Background: an optimization exercise with open tools, aiming at small area. Do not read the settings as production practice.
At most, simulation tests tie the RTL to the original design; equivalence was not proved.
No activity file was given, so power comes from the tool's default toggle rates.

==> inputs of tundra <==
==> flow/design.v <==
package pcq_pkg;
  localparam logic [2:0] CMD_INIT     = 3'd0;
  localparam logic [2:0] CMD_ENQUEUE  = 3'd1;
  localparam logic [2:0] CMD_CANCEL   = 3'd2;
  localparam logic [2:0] CMD_DISPATCH = 3'd3;
  localparam logic [2:0] CMD_MARK_ALL = 3'd4;
endpackage
module priority_command_queue_with_cancel #(
  parameter int MAX_COMMANDS   = 32,
  parameter int MAX_PRIORITIES = 8
) (
  input  logic        clk,
  input  logic        rst_n,
  input  logic        in_tvalid,
  output logic        in_tready,
  input  logic [15:0] in_tdata,    
  output logic        out_tvalid,
  input  logic        out_tready,
  output logic [15:0] out_tdata,   
  input  logic        cfg_valid,
  output logic        cfg_ready,
  input  logic [0:0]  cfg_index,
  input  logic [3:0]  cfg_data
);
  localparam logic [2:0] S_CLR  = 3'd0;
  localparam logic [2:0] S_IDLE = 3'd1;
  localparam logic [2:0] S_WAIT = 3'd2;
  localparam logic [2:0] S_A    = 3'd3;
  localparam logic [2:0] S_B    = 3'd4;
  localparam logic [2:0] S_OUT  = 3'd5;
  logic       running_r;
  logic [2:0] npm1_r;
  assign cfg_ready = 1'b1;
  always_ff @(posedge clk) begin
    if (!rst_n) begin
      running_r <= 1'b0;
      npm1_r    <= 3'd0;
    end else if (cfg_valid) begin
      if (cfg_index == 1'b0) running_r <= cfg_data[0];
      else if (cfg_data == 4'd0) npm1_r <= 3'd0;
      else if (cfg_data[3]) npm1_r <= 3'd7;
      else npm1_r <= cfg_data[2:0] - 3'd1;
    end
  end
  logic [8:0] ring [32];
  logic [8:0] fb;
  logic [4:0] ph;
  logic [5:0] n_r;
  logic [2:0] st_r;
  logic [2:0] cmd_r;
  logic [4:0] id_r;    
  logic [2:0] pr_r;    
  logic [4:0] rk_r;    
  logic       f_r;     
  logic       mk_r;    
  always_ff @(posedge clk) begin
    for (int i = 0; i < 31; i++) ring[i] <= ring[i+1];
    ring[31] <= fb;
  end
  logic [2:0] e_lvl;
  logic       e_mk;
  logic [4:0] e_rk;
  assign {e_lvl, e_mk, e_rk} = ring[0];
  logic q, hit, lvl_ok, better, last, enq_ok, rm;
  assign q      = n_r[5] || (e_rk < n_r[4:0]);
  assign hit    = ph == id_r;
  assign lvl_ok = e_lvl <= npm1_r;
  assign better = !f_r || ({e_lvl, ~e_rk} > {pr_r, ~rk_r});
  assign last   = ph == 5'd31;
  assign enq_ok = hit && !q && running_r && (pr_r <= npm1_r);
  assign rm     = f_r && (cmd_r == pcq_pkg::CMD_CANCEL || cmd_r == pcq_pkg::CMD_DISPATCH);
  always_comb begin
    fb = ring[0];
    case (st_r)
      S_CLR: fb = {e_lvl, 1'b0, 5'd31};
      S_A: begin
        case (cmd_r)
          pcq_pkg::CMD_INIT:     if (hit && !q) fb[5] = 1'b0;
          pcq_pkg::CMD_ENQUEUE:  if (enq_ok) fb = {pr_r, e_mk, n_r[4:0]};
          pcq_pkg::CMD_MARK_ALL: if (q && lvl_ok) fb[5] = 1'b1;
          default: ;
        endcase
      end
      S_B: begin
        if (rm) begin
          if (hit) fb[4:0] = 5'd31;
          else if (q && e_rk > rk_r) fb[4:0] = e_rk - 5'd1;
        end
      end
      default: ;
    endcase
  end
  always_ff @(posedge clk) begin
    if (!rst_n) begin
      ph   <= 5'd0;
      n_r  <= 6'd0;
      st_r <= S_CLR;
    end else begin
      ph <= ph + 5'd1;
      case (st_r)
        S_CLR:  if (last) st_r <= S_IDLE;
        S_IDLE: if (in_tvalid) st_r <= S_WAIT;
        S_WAIT: if (last) st_r <= S_A;
        S_A: begin
          if (cmd_r == pcq_pkg::CMD_ENQUEUE && enq_ok) n_r <= n_r + 6'd1;
          if (last) st_r <= S_B;
        end
        S_B: begin
          if (last) begin
            if (rm) n_r <= n_r - 6'd1;
            st_r <= S_OUT;
          end
        end
        S_OUT:  if (out_tready) st_r <= S_IDLE;
        default: st_r <= S_IDLE;
      endcase
    end
  end
  always_ff @(posedge clk) begin
    if (st_r == S_IDLE) begin
      cmd_r <= in_tdata[2:0];
      id_r  <= in_tdata[7:3];
      pr_r  <= in_tdata[10:8];
      f_r   <= 1'b0;
    end else if (st_r == S_A) begin
      case (cmd_r)
        pcq_pkg::CMD_INIT, pcq_pkg::CMD_ENQUEUE: if (hit) f_r <= q;
        pcq_pkg::CMD_CANCEL: begin
          if (hit && q) begin
            f_r  <= 1'b1;
            pr_r <= e_lvl;
            rk_r <= e_rk;
          end
        end
        pcq_pkg::CMD_DISPATCH: begin
          if (q && lvl_ok && better) begin
            f_r  <= 1'b1;
            id_r <= ph;
            pr_r <= e_lvl;
            rk_r <= e_rk;
            mk_r <= e_mk;
          end
        end
        default: ;
      endcase
    end
  end
  logic [2:0] status;
  logic [1:0] kind;
  always_comb begin
    status = 3'd0;
    kind   = 2'd0;
    case (cmd_r)
      pcq_pkg::CMD_INIT: if (f_r) status = 3'd2;
      pcq_pkg::CMD_ENQUEUE: begin
        if (!running_r) status = 3'd1;
        else if (f_r) status = 3'd2;
        else if (pr_r > npm1_r) status = 3'd4;
      end
      pcq_pkg::CMD_CANCEL:   if (f_r) kind = 2'd2; else status = 3'd3;
      pcq_pkg::CMD_DISPATCH: if (f_r) kind = 2'd1; else status = 3'd3;
      default: ;
    endcase
  end
  assign in_tready  = st_r == S_IDLE;
  assign out_tvalid = st_r == S_OUT;
  assign out_tdata  = {2'b00, (kind == 2'd1) && mk_r, (kind != 2'd0) ? pr_r : 3'd0,
                       (kind != 2'd0) ? id_r : 5'd0, kind, status};
endmodule
==> flow/run.sh <==
#!/bin/bash
# synth_recipe.tcl (not shown) runs the flow's synth.tcl, then flattens the netlist and writes it again
# the make line also repeats each setting of config.mk as NAME=value (left out here)
make -C /OpenROAD-flow-scripts/flow DESIGN_CONFIG=/design/flow/config.mk WORK_HOME=/design/flow/orfs CLKGATE_MAP_FILE= SYNTH_SCRIPT=/design/flow/synth_recipe.tcl finish
==> flow/config.mk <==
export PLATFORM = sky130hd
export DESIGN_NAME = priority_command_queue_with_cancel
export DESIGN_NICKNAME = priority_command_queue_with_cancel
export VERILOG_FILES = /design/flow/design.v
export SDC_FILE = /design/flow/constraint.sdc
export NUM_CORES = 4
export LEC_CHECK = 0
export ABC_AREA = 1
export CAP_MARGIN = 20
export CORE_MARGIN = 2
export CORE_UTILIZATION = 40
export CTS_BUF_LIST = sky130_fd_sc_hd__clkbuf_4
export CTS_CLUSTER_SIZE = 30
export SLEW_MARGIN = 20
==> flow/constraint.sdc <==
create_clock -name core_clock -period 7.0 [get_ports {clk}]
set_input_delay 1.4000 -clock core_clock [delete_from_list [all_inputs] [get_ports {clk}]]
set_output_delay 1.4000 -clock core_clock [all_outputs]
set_load 0.01 [all_outputs]
==> yarrow: changes against tundra <==
==> flow/design.v (replaced) <==
package pcq_pkg;
  localparam logic [2:0] CMD_INIT     = 3'd0;
  localparam logic [2:0] CMD_ENQUEUE  = 3'd1;
  localparam logic [2:0] CMD_CANCEL   = 3'd2;
  localparam logic [2:0] CMD_DISPATCH = 3'd3;
  localparam logic [2:0] CMD_MARK_ALL = 3'd4;
endpackage
module priority_command_queue_with_cancel #(
  parameter int MAX_COMMANDS   = 32,
  parameter int MAX_PRIORITIES = 8
) (
  input  logic        clk,
  input  logic        rst_n,
  input  logic        in_tvalid,
  output logic        in_tready,
  input  logic [15:0] in_tdata,    
  output logic        out_tvalid,
  input  logic        out_tready,
  output logic [15:0] out_tdata,   
  input  logic        cfg_valid,
  output logic        cfg_ready,
  input  logic [0:0]  cfg_index,
  input  logic [3:0]  cfg_data
);
  localparam logic [2:0] S_CLR  = 3'd0;
  localparam logic [2:0] S_IDLE = 3'd1;
  localparam logic [2:0] S_WAIT = 3'd2;
  localparam logic [2:0] S_A    = 3'd3;
  localparam logic [2:0] S_B    = 3'd4;
  localparam logic [2:0] S_OUT  = 3'd5;
  function automatic logic lt5(input logic [4:0] a, input logic [4:0] b);
    logic r;
    r = 1'b0;
    for (int i = 0; i < 5; i++) r = (~a[i] & b[i]) | ((~a[i] | b[i]) & r);
    lt5 = r;
  endfunction
  function automatic logic lt8(input logic [7:0] a, input logic [7:0] b);
    logic r;
    r = 1'b0;
    for (int i = 0; i < 8; i++) r = (~a[i] & b[i]) | ((~a[i] | b[i]) & r);
    lt8 = r;
  endfunction
  function automatic logic le3(input logic [2:0] a, input logic [2:0] b);
    logic r;
    r = 1'b1;
    for (int i = 0; i < 3; i++) r = (~a[i] & b[i]) | ((~a[i] | b[i]) & r);
    le3 = r;
  endfunction
  logic       running_r;
  logic [2:0] npm1_r;
  assign cfg_ready = 1'b1;
  always_ff @(posedge clk) begin
    if (!rst_n) begin
      running_r <= 1'b0;
      npm1_r    <= 3'd0;
    end else if (cfg_valid) begin
      if (cfg_index == 1'b0) running_r <= cfg_data[0];
      else if (cfg_data == 4'd0) npm1_r <= 3'd0;
      else if (cfg_data[3]) npm1_r <= 3'd7;
      else npm1_r <= cfg_data[2:0] - 3'd1;
    end
  end
  logic [8:0] ring [32];
  logic [8:0] fb;
  logic [4:0] ph;
  logic [5:0] m_r;
  logic [2:0] st_r;
  logic [2:0] cmd_r;
  logic [4:0] id_r;    
  logic [2:0] pr_r;    
  logic [4:0] rk_r;    
  logic       f_r;     
  logic       mk_r;    
  always_ff @(posedge clk) begin
    for (int i = 0; i < 31; i++) ring[i] <= ring[i+1];
    ring[31] <= fb;
  end
  logic [2:0] e_lvl;
  logic       e_mk;
  logic [4:0] e_k;
  assign {e_lvl, e_mk, e_k} = ring[0];
  logic in_a, in_b;
  assign in_a = st_r == S_A;
  assign in_b = st_r == S_B;
  logic [5:0] m_nxt;
  always_comb begin : m_step
    logic t;
    t = 1'b1;
    for (int i = 0; i < 6; i++) begin
      m_nxt[i] = m_r[i] ^ t;
      t = t & (m_r[i] ^ in_a);
    end
  end
  logic [4:0] k_inc;
  always_comb begin : k_step
    logic c;
    c = 1'b1;
    for (int i = 0; i < 5; i++) begin
      k_inc[i] = e_k[i] ^ c;
      c = c & e_k[i];
    end
  end
  logic is_enq, is_can, is_dis, is_ini, is_mrk;
  assign is_ini = cmd_r == pcq_pkg::CMD_INIT;
  assign is_enq = cmd_r == pcq_pkg::CMD_ENQUEUE;
  assign is_can = cmd_r == pcq_pkg::CMD_CANCEL;
  assign is_dis = cmd_r == pcq_pkg::CMD_DISPATCH;
  assign is_mrk = cmd_r == pcq_pkg::CMD_MARK_ALL;
  logic q, hit, lvl_ok, better, last, enq_ok, rm;
  assign q      = (|e_k) | (m_r == 6'd0);
  assign hit    = ph == id_r;
  assign lvl_ok = le3(e_lvl, npm1_r);
  assign better = !f_r || lt8({pr_r, rk_r}, {e_lvl, e_k});
  assign last   = ph == 5'd16;
  assign enq_ok = hit && !q && running_r && le3(pr_r, npm1_r);
  assign rm     = f_r && (is_can || is_dis);
  always_comb begin
    fb = ring[0];
    case (st_r)
      S_CLR: fb = {e_lvl, 1'b0, 5'd0};
      S_A: begin
        if (is_ini && hit && !q) fb[5] = 1'b0;
        if (is_enq && enq_ok) fb = {pr_r, e_mk, m_nxt[4:0]};
        if (is_mrk && q && lvl_ok) fb[5] = 1'b1;
      end
      S_B: begin
        if (rm) begin
          if (hit) fb[4:0] = 5'd0;
          else if (q && lt5(e_k, rk_r)) fb[4:0] = k_inc;
        end
      end
      default: ;
    endcase
  end
  always_ff @(posedge clk) begin
    if (!rst_n) begin
      ph   <= 5'd0;
      m_r  <= 6'd32;
      st_r <= S_CLR;
    end else begin
      ph <= {ph[3:0], ph[4] ^ ph[2] ^ (ph[3:0] == 4'd0)};
      case (st_r)
        S_CLR:  if (last) st_r <= S_IDLE;
        S_IDLE: if (in_tvalid) st_r <= S_WAIT;
        S_WAIT: if (last) st_r <= S_A;
        S_A: begin
          if (is_enq && enq_ok) m_r <= m_nxt;
          if (last) st_r <= S_B;
        end
        S_B: begin
          if (last) begin
            if (rm) m_r <= m_nxt;
            st_r <= S_OUT;
          end
        end
        S_OUT:  if (out_tready) st_r <= S_IDLE;
        default: st_r <= S_IDLE;
      endcase
    end
  end
  always_ff @(posedge clk) begin
    if (st_r == S_IDLE) begin
      cmd_r <= in_tdata[2:0];
      id_r  <= in_tdata[7:3];
      pr_r  <= in_tdata[10:8];
      f_r   <= 1'b0;
    end else if (in_a) begin
      if ((is_ini || is_enq) && hit) f_r <= q;
      if ((is_can && hit && q) || (is_dis && q && lvl_ok && better)) begin
        f_r  <= 1'b1;
        id_r <= ph;
        pr_r <= e_lvl;
        rk_r <= e_k;
        mk_r <= e_mk;
      end
    end
  end
  logic [2:0] status;
  logic [1:0] kind;
  always_comb begin
    status = 3'd0;
    kind   = 2'd0;
    case (cmd_r)
      pcq_pkg::CMD_INIT: if (f_r) status = 3'd2;
      pcq_pkg::CMD_ENQUEUE: begin
        if (!running_r) status = 3'd1;
        else if (f_r) status = 3'd2;
        else if (!le3(pr_r, npm1_r)) status = 3'd4;
      end
      pcq_pkg::CMD_CANCEL:   if (f_r) kind = 2'd2; else status = 3'd3;
      pcq_pkg::CMD_DISPATCH: if (f_r) kind = 2'd1; else status = 3'd3;
      default: ;
    endcase
  end
  assign in_tready  = st_r == S_IDLE;
  assign out_tvalid = st_r == S_OUT;
  assign out_tdata  = {2'b00, kind[0] && mk_r, (kind != 2'd0) ? pr_r : 3'd0,
                       (kind != 2'd0) ? id_r : 5'd0, kind, status};
endmodule
==> flow/flow/run.sh (new file) <==
#!/bin/bash
# Standard layout, with CTS not inserting dummy loads and ports buffered with buf_1.
set -euo pipefail
bash standard.sh \
  'CTS_ARGS=-sink_clustering_enable -repair_clock_nets -dont_use_dummy_load -buf_list sky130_fd_sc_hd__clkbuf_4 -sink_clustering_size 10 -sink_clustering_max_diameter 50' \
  'BUFFER_PORTS_ARGS=-buffer_cell sky130_fd_sc_hd__buf_1' \
  RECOVER_POWER=100 \
  finish > make_finish.log 2>&1
==> flow/standard.sh (new file) <==
#!/bin/bash
# synth_recipe.tcl (not shown) runs the flow's synth.tcl, then flattens the netlist and writes it again
# the make line also repeats each setting of config.mk as NAME=value (left out here)
make -C /OpenROAD-flow-scripts/flow DESIGN_CONFIG=/design/flow/config.mk WORK_HOME=/design/flow/orfs CLKGATE_MAP_FILE= SYNTH_SCRIPT=/design/flow/synth_recipe.tcl "${@:-finish}"
- ABC_AREA: 1 -> unset
- CTS_BUF_LIST: sky130_fd_sc_hd__clkbuf_4 -> unset
- CTS_CLUSTER_SIZE: 30 -> unset
removed: flow/run.sh
==> quartz: changes against tundra <==
==> flow/design.v (replaced) <==
package pcq_pkg;
  localparam logic [2:0] CMD_INIT     = 3'd0;
  localparam logic [2:0] CMD_ENQUEUE  = 3'd1;
  localparam logic [2:0] CMD_CANCEL   = 3'd2;
  localparam logic [2:0] CMD_DISPATCH = 3'd3;
  localparam logic [2:0] CMD_MARK_ALL = 3'd4;
endpackage
module priority_command_queue_with_cancel #(
  parameter int MAX_COMMANDS   = 32,
  parameter int MAX_PRIORITIES = 8
) (
  input  logic        clk,
  input  logic        rst_n,
  input  logic        in_tvalid,
  output logic        in_tready,
  input  logic [15:0] in_tdata,    
  output logic        out_tvalid,
  input  logic        out_tready,
  output logic [15:0] out_tdata,   
  input  logic        cfg_valid,
  output logic        cfg_ready,
  input  logic [0:0]  cfg_index,
  input  logic [3:0]  cfg_data
);
  localparam logic [2:0] S_CLR  = 3'd0;
  localparam logic [2:0] S_IDLE = 3'd1;
  localparam logic [2:0] S_WAIT = 3'd2;
  localparam logic [2:0] S_A    = 3'd3;
  localparam logic [2:0] S_B    = 3'd4;
  localparam logic [2:0] S_OUT  = 3'd5;
  function automatic logic lt5(input logic [4:0] a, input logic [4:0] b);
    logic r;
    r = 1'b0;
    for (int i = 0; i < 5; i++) r = (~a[i] & b[i]) | ((~a[i] | b[i]) & r);
    lt5 = r;
  endfunction
  function automatic logic lt8(input logic [7:0] a, input logic [7:0] b);
    logic r;
    r = 1'b0;
    for (int i = 0; i < 8; i++) r = (~a[i] & b[i]) | ((~a[i] | b[i]) & r);
    lt8 = r;
  endfunction
  function automatic logic le3(input logic [2:0] a, input logic [2:0] b);
    logic r;
    r = 1'b1;
    for (int i = 0; i < 3; i++) r = (~a[i] & b[i]) | ((~a[i] | b[i]) & r);
    le3 = r;
  endfunction
  logic       running_r;
  logic [2:0] npm1_r;
  assign cfg_ready = 1'b1;
  always_ff @(posedge clk) begin
    if (!rst_n) begin
      running_r <= 1'b0;
      npm1_r    <= 3'd0;
    end else if (cfg_valid) begin
      if (cfg_index == 1'b0) running_r <= cfg_data[0];
      else if (cfg_data == 4'd0) npm1_r <= 3'd0;
      else if (cfg_data[3]) npm1_r <= 3'd7;
      else npm1_r <= cfg_data[2:0] - 3'd1;
    end
  end
  logic [8:0] ring [32];
  logic [8:0] fb;
  logic [4:0] ph;
  logic [5:0] m_r;
  logic [2:0] st_r;
  logic [2:0] cmd_r;
  logic [4:0] id_r;    
  logic [2:0] pr_r;    
  logic [4:0] rk_r;    
  logic       f_r;     
  logic       mk_r;    
  always_ff @(posedge clk) begin
    for (int i = 0; i < 31; i++) ring[i] <= ring[i+1];
    ring[31] <= fb;
  end
  logic [2:0] e_lvl;
  logic       e_mk;
  logic [4:0] e_k;
  assign {e_lvl, e_mk, e_k} = ring[0];
  logic [5:0] m_dec, m_inc;
  always_comb begin : m_step
    logic b, c;
    b = 1'b1;
    c = 1'b1;
    for (int i = 0; i < 6; i++) begin
      m_dec[i] = m_r[i] ^ b;
      m_inc[i] = m_r[i] ^ c;
      b = b & ~m_r[i];
      c = c & m_r[i];
    end
  end
  logic [4:0] k_inc;
  always_comb begin : k_step
    logic c;
    c = 1'b1;
    for (int i = 0; i < 5; i++) begin
      k_inc[i] = e_k[i] ^ c;
      c = c & e_k[i];
    end
  end
  logic is_enq, is_can, is_dis, is_ini, is_mrk;
  assign is_ini = cmd_r == pcq_pkg::CMD_INIT;
  assign is_enq = cmd_r == pcq_pkg::CMD_ENQUEUE;
  assign is_can = cmd_r == pcq_pkg::CMD_CANCEL;
  assign is_dis = cmd_r == pcq_pkg::CMD_DISPATCH;
  assign is_mrk = cmd_r == pcq_pkg::CMD_MARK_ALL;
  logic q, hit, lvl_ok, better, last, enq_ok, rm, in_a, in_b;
  assign q      = ~m_r[5] & ~lt5(e_k, m_r[4:0]);
  assign hit    = ph == id_r;
  assign lvl_ok = le3(e_lvl, npm1_r);
  assign better = !f_r || lt8({pr_r, rk_r}, {e_lvl, e_k});
  assign last   = ph == 5'd16;
  assign enq_ok = hit && !q && running_r && le3(pr_r, npm1_r);
  assign rm     = f_r && (is_can || is_dis);
  assign in_a   = st_r == S_A;
  assign in_b   = st_r == S_B;
  always_comb begin
    fb = ring[0];
    case (st_r)
      S_CLR: fb = {e_lvl, 1'b0, 5'd0};
      S_A: begin
        if (is_ini && hit && !q) fb[5] = 1'b0;
        if (is_enq && enq_ok) fb = {pr_r, e_mk, m_dec[4:0]};
        if (is_mrk && q && lvl_ok) fb[5] = 1'b1;
      end
      S_B: begin
        if (rm) begin
          if (hit) fb[4:0] = 5'd0;
          else if (q && lt5(e_k, rk_r)) fb[4:0] = k_inc;
        end
      end
      default: ;
    endcase
  end
  always_ff @(posedge clk) begin
    if (!rst_n) begin
      ph   <= 5'd0;
      m_r  <= 6'd32;
      st_r <= S_CLR;
    end else begin
      ph <= {ph[3:0], ph[4] ^ ph[2] ^ (ph[3:0] == 4'd0)};
      case (st_r)
        S_CLR:  if (last) st_r <= S_IDLE;
        S_IDLE: if (in_tvalid) st_r <= S_WAIT;
        S_WAIT: if (last) st_r <= S_A;
        S_A: begin
          if (is_enq && enq_ok) m_r <= m_dec;
          if (last) st_r <= S_B;
        end
        S_B: begin
          if (last) begin
            if (rm) m_r <= m_inc;
            st_r <= S_OUT;
          end
        end
        S_OUT:  if (out_tready) st_r <= S_IDLE;
        default: st_r <= S_IDLE;
      endcase
    end
  end
  always_ff @(posedge clk) begin
    if (st_r == S_IDLE) begin
      cmd_r <= in_tdata[2:0];
      id_r  <= in_tdata[7:3];
      pr_r  <= in_tdata[10:8];
      f_r   <= 1'b0;
    end else if (in_a) begin
      if ((is_ini || is_enq) && hit) f_r <= q;
      if ((is_can && hit && q) || (is_dis && q && lvl_ok && better)) begin
        f_r  <= 1'b1;
        id_r <= ph;
        pr_r <= e_lvl;
        rk_r <= e_k;
        mk_r <= e_mk;
      end
    end
  end
  logic [2:0] status;
  logic [1:0] kind;
  always_comb begin
    status = 3'd0;
    kind   = 2'd0;
    case (cmd_r)
      pcq_pkg::CMD_INIT: if (f_r) status = 3'd2;
      pcq_pkg::CMD_ENQUEUE: begin
        if (!running_r) status = 3'd1;
        else if (f_r) status = 3'd2;
        else if (!le3(pr_r, npm1_r)) status = 3'd4;
      end
      pcq_pkg::CMD_CANCEL:   if (f_r) kind = 2'd2; else status = 3'd3;
      pcq_pkg::CMD_DISPATCH: if (f_r) kind = 2'd1; else status = 3'd3;
      default: ;
    endcase
  end
  assign in_tready  = st_r == S_IDLE;
  assign out_tvalid = st_r == S_OUT;
  assign out_tdata  = {2'b00, kind[0] && mk_r, (kind != 2'd0) ? pr_r : 3'd0,
                       (kind != 2'd0) ? id_r : 5'd0, kind, status};
endmodule
==> flow/flow/run.sh (new file) <==
#!/bin/bash
# Standard layout, with CTS not inserting dummy loads and ports buffered with buf_1.
set -euo pipefail
bash standard.sh \
  'CTS_ARGS=-sink_clustering_enable -repair_clock_nets -dont_use_dummy_load' \
  'BUFFER_PORTS_ARGS=-buffer_cell sky130_fd_sc_hd__buf_1' \
  finish > make_finish.log 2>&1
==> flow/standard.sh (new file) <==
#!/bin/bash
# synth_recipe.tcl (not shown) runs the flow's synth.tcl, then flattens the netlist and writes it again
# the make line also repeats each setting of config.mk as NAME=value (left out here)
make -C /OpenROAD-flow-scripts/flow DESIGN_CONFIG=/design/flow/config.mk WORK_HOME=/design/flow/orfs CLKGATE_MAP_FILE= SYNTH_SCRIPT=/design/flow/synth_recipe.tcl "${@:-finish}"
- ABC_AREA: 1 -> unset
- CTS_BUF_LIST: sky130_fd_sc_hd__clkbuf_4 -> unset
- CTS_CLUSTER_SIZE: 30 -> unset
removed: flow/run.sh
==> summary.txt <==
status=finished clean; Worst path slowest cell=clkdlybuf4s50_1; Fmax achieved=0.247 GHz; share of cells above drive strength 1=16.2%; XOR/XNOR Fraction of Synth Area=0.803%; relative slew slack=50.1%; CTS Root Cell=clkbuf_4; Lkg Pwr=4.53 nW; pre-CTS setup slack=3.62 ns; routed length per placed instance=10.8 um; Yosys top cell area share=70.4%; maximum vdd ir drop=247 uV; Seq. pwr=2.42 mW; Syn Std Cell Area=8730 um2; Core ar.=21,600 um2; CP max FO=15
-- figures above: tundra

==> summary.txt <==
Core ar.=20,100 um2; Yosys top cell area share=75.6%; CTS Root Cell=clkbuf_4; CP Class=flop to primary output; CP max FO=16; Fmax achieved=0.281 GHz; Lkg Pwr=3.42 nW; Signal buf overhead=1.57%; status=finished clean; pre-CTS setup slack=3.86 ns; Worst path slowest cell=clkbuf_1; DR DRC count=0; maximum vdd ir drop=125 uV; XOR/XNOR Fraction of Synth Area=1.40%; share of cells above drive strength 1=7.90%; routed length per placed instance=12.9 um; Yosys warnings=2
-- figures above: yarrow

==> summary.txt <==
Yosys top cell area share=73.6%; pre-CTS setup slack=4.01 ns; Seq. pwr=1.87 mW; XOR/XNOR Fraction of Synth Area=0.734%; status=finished clean; CTS Root Cell=clkbuf_16; Core ar.=20,400 um2; Worst path slowest cell=edfxtp_1; maximum vdd ir drop=229 uV; Syn Std Cell Area=8350 um2; routed length per placed instance=13.3 um; Lkg Pwr=3.70 nW; Fmax achieved=0.283 GHz
-- figures above: quartz

The RTL of quartz was laid out without a check of its function.

-- port drivers added, routing unchanged --
The results above use ideal ports. As a check the final layouts listed here were re-extracted and re-timed, cells and wires unchanged. Step 1, drivers: a clkbuf_16 drives clk and a buf_2 each remaining input, both assumed. Step 2, shift: input delay + t, output delay - t, t = (earliest + latest rising clock arrival at the registers) / 2. This alone moves slack from input paths to output paths. Three values: ideal, step 1, step 2; two values: the first two.
run | t, ns | slack for setup (ns) | latest minus earliest clock arrival (ns) | pins driven straight from the clock port
tundra | 0.667 | 2.955 / 2.917 / 3.584 | 0.029 / 0.029 | 1
yarrow | 0.628 | 3.437 / 3.397 / 3.799 | 0.070 / 0.070 | 1
quartz | 0.562 | 3.471 / 3.425 / 3.987 | 0.039 / 0.039 | 1
After both steps every run listed still meets setup and hold.
